This is an optimization exercise on Yosys and OpenROAD, whose aim is small area, a short achievable clock period and few clock cycles per item, not a production implementation.
At most, simulation tests tie the RTL to the original design; equivalence was not proved.
Power figures rest on the tool's default switching activity, not on a simulated workload.

## v6
==> flow/design.v (excerpt) <==
module data_mem_ctrl #(
   parameter int ADDR_WIDTH = 6
) (
   input  logic        clk,
   input  logic        reset_n,
   input  logic        req_valid,
   output logic        req_ready,
   input  logic        req_we,
   input  logic [2:0]  req_funct3,
   input  logic [31:0] req_addr,
   input  logic [31:0] req_wdata,
   output logic        rsp_valid,
   input  logic        rsp_ready,
   output logic [31:0] rsp_rdata,
   output logic        rsp_err
);
   localparam int DEPTH = 1 << ADDR_WIDTH;
   logic [31:0] mem [DEPTH];
   logic                  req_fire;
   logic                  f3_legal;
   logic                  misaligned;
   logic                  out_of_range;
   logic                  acc_err;
   logic [ADDR_WIDTH-1:0] word_idx;
   logic [31:0]           wr_data;
   logic [3:0]            wr_be;
   logic                  mem_we;
   assign req_fire = req_valid && req_ready;
   assign word_idx = req_addr[ADDR_WIDTH+1:2];
   always_comb begin
      out_of_range = |req_addr[31:ADDR_WIDTH+2];
      if (req_we) begin
         f3_legal = (req_funct3 == 3'b000) || (req_funct3 == 3'b001) ||
                    (req_funct3 == 3'b010);
      end else begin
         f3_legal = (req_funct3 == 3'b000) || (req_funct3 == 3'b001) ||
                    (req_funct3 == 3'b010) || (req_funct3 == 3'b100) ||
                    (req_funct3 == 3'b101);
      end
      case (req_funct3[1:0])
         2'b01:   misaligned = req_addr[0];
         2'b10:   misaligned = |req_addr[1:0];
         default: misaligned = 1'b0;
      endcase
      acc_err = !f3_legal || misaligned || out_of_range;
   end
   always_comb begin
      case (req_funct3[1:0])
         2'b00: begin
            wr_data = {4{req_wdata[7:0]}};
            wr_be   = 4'b0001 << req_addr[1:0];
         end
         2'b01: begin
            wr_data = {2{req_wdata[15:0]}};
            wr_be   = req_addr[1] ? 4'b1100 : 4'b0011;
  ...
Size: roughly 4000 cells after synthesis, ~0.084 sq mm of cells after synthesis.
==> module data_mem_ctrl, before the edit <==
module data_mem_ctrl #(
   parameter int ADDR_WIDTH = 6
) (
   input  logic        clk,
   input  logic        reset_n,
   input  logic        req_valid,
   output logic        req_ready,
   input  logic        req_we,
   input  logic [2:0]  req_funct3,
   input  logic [31:0] req_addr,
   input  logic [31:0] req_wdata,
   output logic        rsp_valid,
   input  logic        rsp_ready,
   output logic [31:0] rsp_rdata,
   output logic        rsp_err
);
   localparam int DEPTH = 1 << ADDR_WIDTH;
   logic [31:0] mem [DEPTH];
   logic                  req_fire;
   logic                  f3_legal;
   logic                  misaligned;
   logic                  out_of_range;
   logic                  acc_err;
   logic [ADDR_WIDTH-1:0] word_idx;
   logic [31:0]           wr_data;
   logic [3:0]            wr_be;
   logic                  mem_we;
   assign req_fire = req_valid && req_ready;
   assign word_idx = req_addr[ADDR_WIDTH+1:2];
   always_comb begin
      out_of_range = |req_addr[31:ADDR_WIDTH+2];
      if (req_we) begin
         f3_legal = (req_funct3 == 3'b000) || (req_funct3 == 3'b001) ||
                    (req_funct3 == 3'b010);
      end else begin
         f3_legal = (req_funct3 == 3'b000) || (req_funct3 == 3'b001) ||
                    (req_funct3 == 3'b010) || (req_funct3 == 3'b100) ||
                    (req_funct3 == 3'b101);
      end
      case (req_funct3[1:0])
         2'b01:   misaligned = req_addr[0];
         2'b10:   misaligned = |req_addr[1:0];
         default: misaligned = 1'b0;
      endcase
      acc_err = !f3_legal || misaligned || out_of_range;
   end
   always_comb begin
      case (req_funct3[1:0])
         2'b00: begin
            wr_data = {4{req_wdata[7:0]}};
            wr_be   = 4'b0001 << req_addr[1:0];
         end
         2'b01: begin
            wr_data = {2{req_wdata[15:0]}};
            wr_be   = req_addr[1] ? 4'b1100 : 4'b0011;
         end
         default: begin
            wr_data = req_wdata;
            wr_be   = 4'b1111;
         end
      endcase
      mem_we = req_fire && req_we && !acc_err;
   end
   always_ff @(posedge clk) begin
      if (mem_we) begin
         for (int i = 0; i < 4; i++) begin
            if (wr_be[i]) begin
               mem[word_idx][8*i +: 8] <= wr_data[8*i +: 8];
            end
         end
      end
   end
   logic                  s1_v;
   logic                  s1_ld;       
   logic                  s1_err;
   logic [2:0]            s1_f3;
   logic [1:0]            s1_off;
   logic [ADDR_WIDTH-1:0] s1_idx;
   logic [31:0]           rd_word;
   logic [15:0]           ld_half;
   logic [31:0]           ld_data;
   logic [31:0]           s1_rdata;
   assign rd_word = mem[s1_idx];
   always_comb begin
      ld_half = 16'(rd_word >> {s1_off, 3'b000});
      case (s1_f3)
         3'b000:  ld_data = {{24{ld_half[7]}}, ld_half[7:0]};
         3'b001:  ld_data = {{16{ld_half[15]}}, ld_half};
         3'b010:  ld_data = rd_word;
         3'b100:  ld_data = {24'd0, ld_half[7:0]};
         3'b101:  ld_data = {16'd0, ld_half};
         default: ld_data = 32'd0;
      endcase
      s1_rdata = s1_ld ? ld_data : 32'd0;
   end
   logic        hd_v, sk_v;
   logic [31:0] hd_rdata, sk_rdata;
   logic        hd_err, sk_err;
   logic        rsp_fire;
   logic        hd_free;       
   logic        s1_go;         
   logic        s1_v_d, hd_v_d, sk_v_d;
   assign rsp_fire = hd_v && rsp_ready;
   assign hd_free  = !hd_v || rsp_ready;
   assign s1_go    = s1_v && (hd_free || !sk_v);
   always_comb begin
      s1_v_d = req_fire || (s1_v && !s1_go);
      if (hd_free) begin
         hd_v_d = sk_v || s1_v;
         sk_v_d = sk_v && s1_v;
      end else begin
         hd_v_d = 1'b1;
         sk_v_d = sk_v || s1_v;
      end
   end
   always_ff @(posedge clk or negedge reset_n) begin
      if (!reset_n) begin
         s1_v      <= 1'b0;
         hd_v      <= 1'b0;
         sk_v      <= 1'b0;
         req_ready <= 1'b0;
      end else begin
         s1_v      <= s1_v_d;
         hd_v      <= hd_v_d;
         sk_v      <= sk_v_d;
         req_ready <= !(s1_v_d && hd_v_d && sk_v_d);
      end
   end
   always_ff @(posedge clk) begin
      if (req_fire) begin
         s1_ld  <= !req_we && !acc_err;
         s1_err <= acc_err;
         s1_f3  <= req_funct3;
         s1_off <= req_addr[1:0];
         s1_idx <= word_idx;
      end
      if (hd_free) begin
         if (sk_v) begin
            hd_rdata <= sk_rdata;
            hd_err   <= sk_err;
         end else begin
            hd_rdata <= s1_rdata;
            hd_err   <= s1_err;
         end
      end
      if (hd_free ? sk_v : !sk_v) begin
         sk_rdata <= s1_rdata;
         sk_err   <= s1_err;
      end
   end
   assign rsp_valid = hd_v;
   assign rsp_rdata = hd_rdata;
   assign rsp_err   = hd_err;
endmodule
export LEC_CHECK = 0
export ABC_CLOCK_PERIOD_IN_PS = 2400
export CAP_MARGIN = 20
export CORE_MARGIN = 2
export CORE_UTILIZATION = 55
export SETUP_SLACK_MARGIN = 2.6
export SLEW_MARGIN = 20
create_clock -name core_clock -period 5.0 [get_ports {clk}]
run.sh (not shown) runs the stock make flow with config.mk's settings and CLKGATE_MAP_FILE= SYNTH_SCRIPT=/design/flow/synth_recipe.tcl, a recipe that flattens the netlist after the stock synthesis.
Testbench counts of v6, summed over its fixed seeds: cycles 12,016, items 12,000.
### v6 -> v7
--- a/flow/design.v
+++ b/flow/design.v
@@ -77,13 +77,19 @@
    logic [1:0]            s1_off;
    logic [ADDR_WIDTH-1:0] s1_idx;
    logic [31:0]           rd_word;
    logic [15:0]           ld_half;
    logic [31:0]           ld_data;
    logic [31:0]           s1_rdata;
-   assign rd_word = mem[s1_idx];
+   logic [DEPTH-1:0] s1_sel;
+   always_comb begin
+      rd_word = 32'd0;
+      for (int w = 0; w < DEPTH; w++) begin
+         rd_word = rd_word | (mem[w] & {32{s1_sel[w]}});
+      end
+   end
    always_comb begin
       ld_half = 16'(rd_word >> {s1_off, 3'b000});
       case (s1_f3)
          3'b000:  ld_data = {{24{ld_half[7]}}, ld_half[7:0]};
          3'b001:  ld_data = {{16{ld_half[15]}}, ld_half};
          3'b010:  ld_data = rd_word;
@@ -130,12 +136,13 @@
       if (req_fire) begin
          s1_ld  <= !req_we && !acc_err;
          s1_err <= acc_err;
          s1_f3  <= req_funct3;
          s1_off <= req_addr[1:0];
          s1_idx <= word_idx;
+         for (int w = 0; w < DEPTH; w++) s1_sel[w] <= (word_idx == ADDR_WIDTH'(w));
       end
       if (hd_free) begin
          if (sk_v) begin
             hd_rdata <= sk_rdata;
             hd_err   <= sk_err;
          end else begin
==> comparison <==
Diff v6 -> v7: wire length +about 28%; simple-gate share of the synthesized area +0.76 points; maximum vdd ir drop -about 25%; power density of the placed cells -2.1 mW/mm^2; number of buffers outside the clock class in the layout +36.
Summary: with v6 as the reference, flip-flop and latch count in v7 moved up by a few percent.
Power share of the combinational group: v7 vs v6 down 5.7 points
Between v6 and v7, height of the die decreased.
For v7, only the layout was checked, not whether the RTL still works.

## afterwards: timing with drivers on the ports
No port has a modelled driver above. Below, the same layouts with a new extraction and two added sets of constraints. Step 1, drivers: a clkbuf_16 drives clk and a buf_2 each remaining input, both assumed. Step 2 adds t to the input delays and takes it off the output delays; t is the mean of the earliest and latest rising clock arrival at the registers after step 1. Input paths then give back, and output paths get back, about the clock's delay inside the block. Slacks: no drivers / after step 1 / after step 2; pairs: no drivers / after step 1.
| run | shift t [ns] | setup WS [ns] | worst register clock-pin slew, ns | cell pins on the clock port's net |
|---|---|---|---|---|
| v6 | 0.925 | 1.185 / 1.185 / 0.898 | 0.07 / 0.07 | 1 |
| v7 | 0.945 | 1.529 / 1.529 / 1.341 | 0.07 / 0.07 | 1 |
After both steps setup and hold are still met in every run listed. For v6, which loses most, drivers alone change the setup slack by 0.000 ns; drivers and shift together by -0.287 ns.
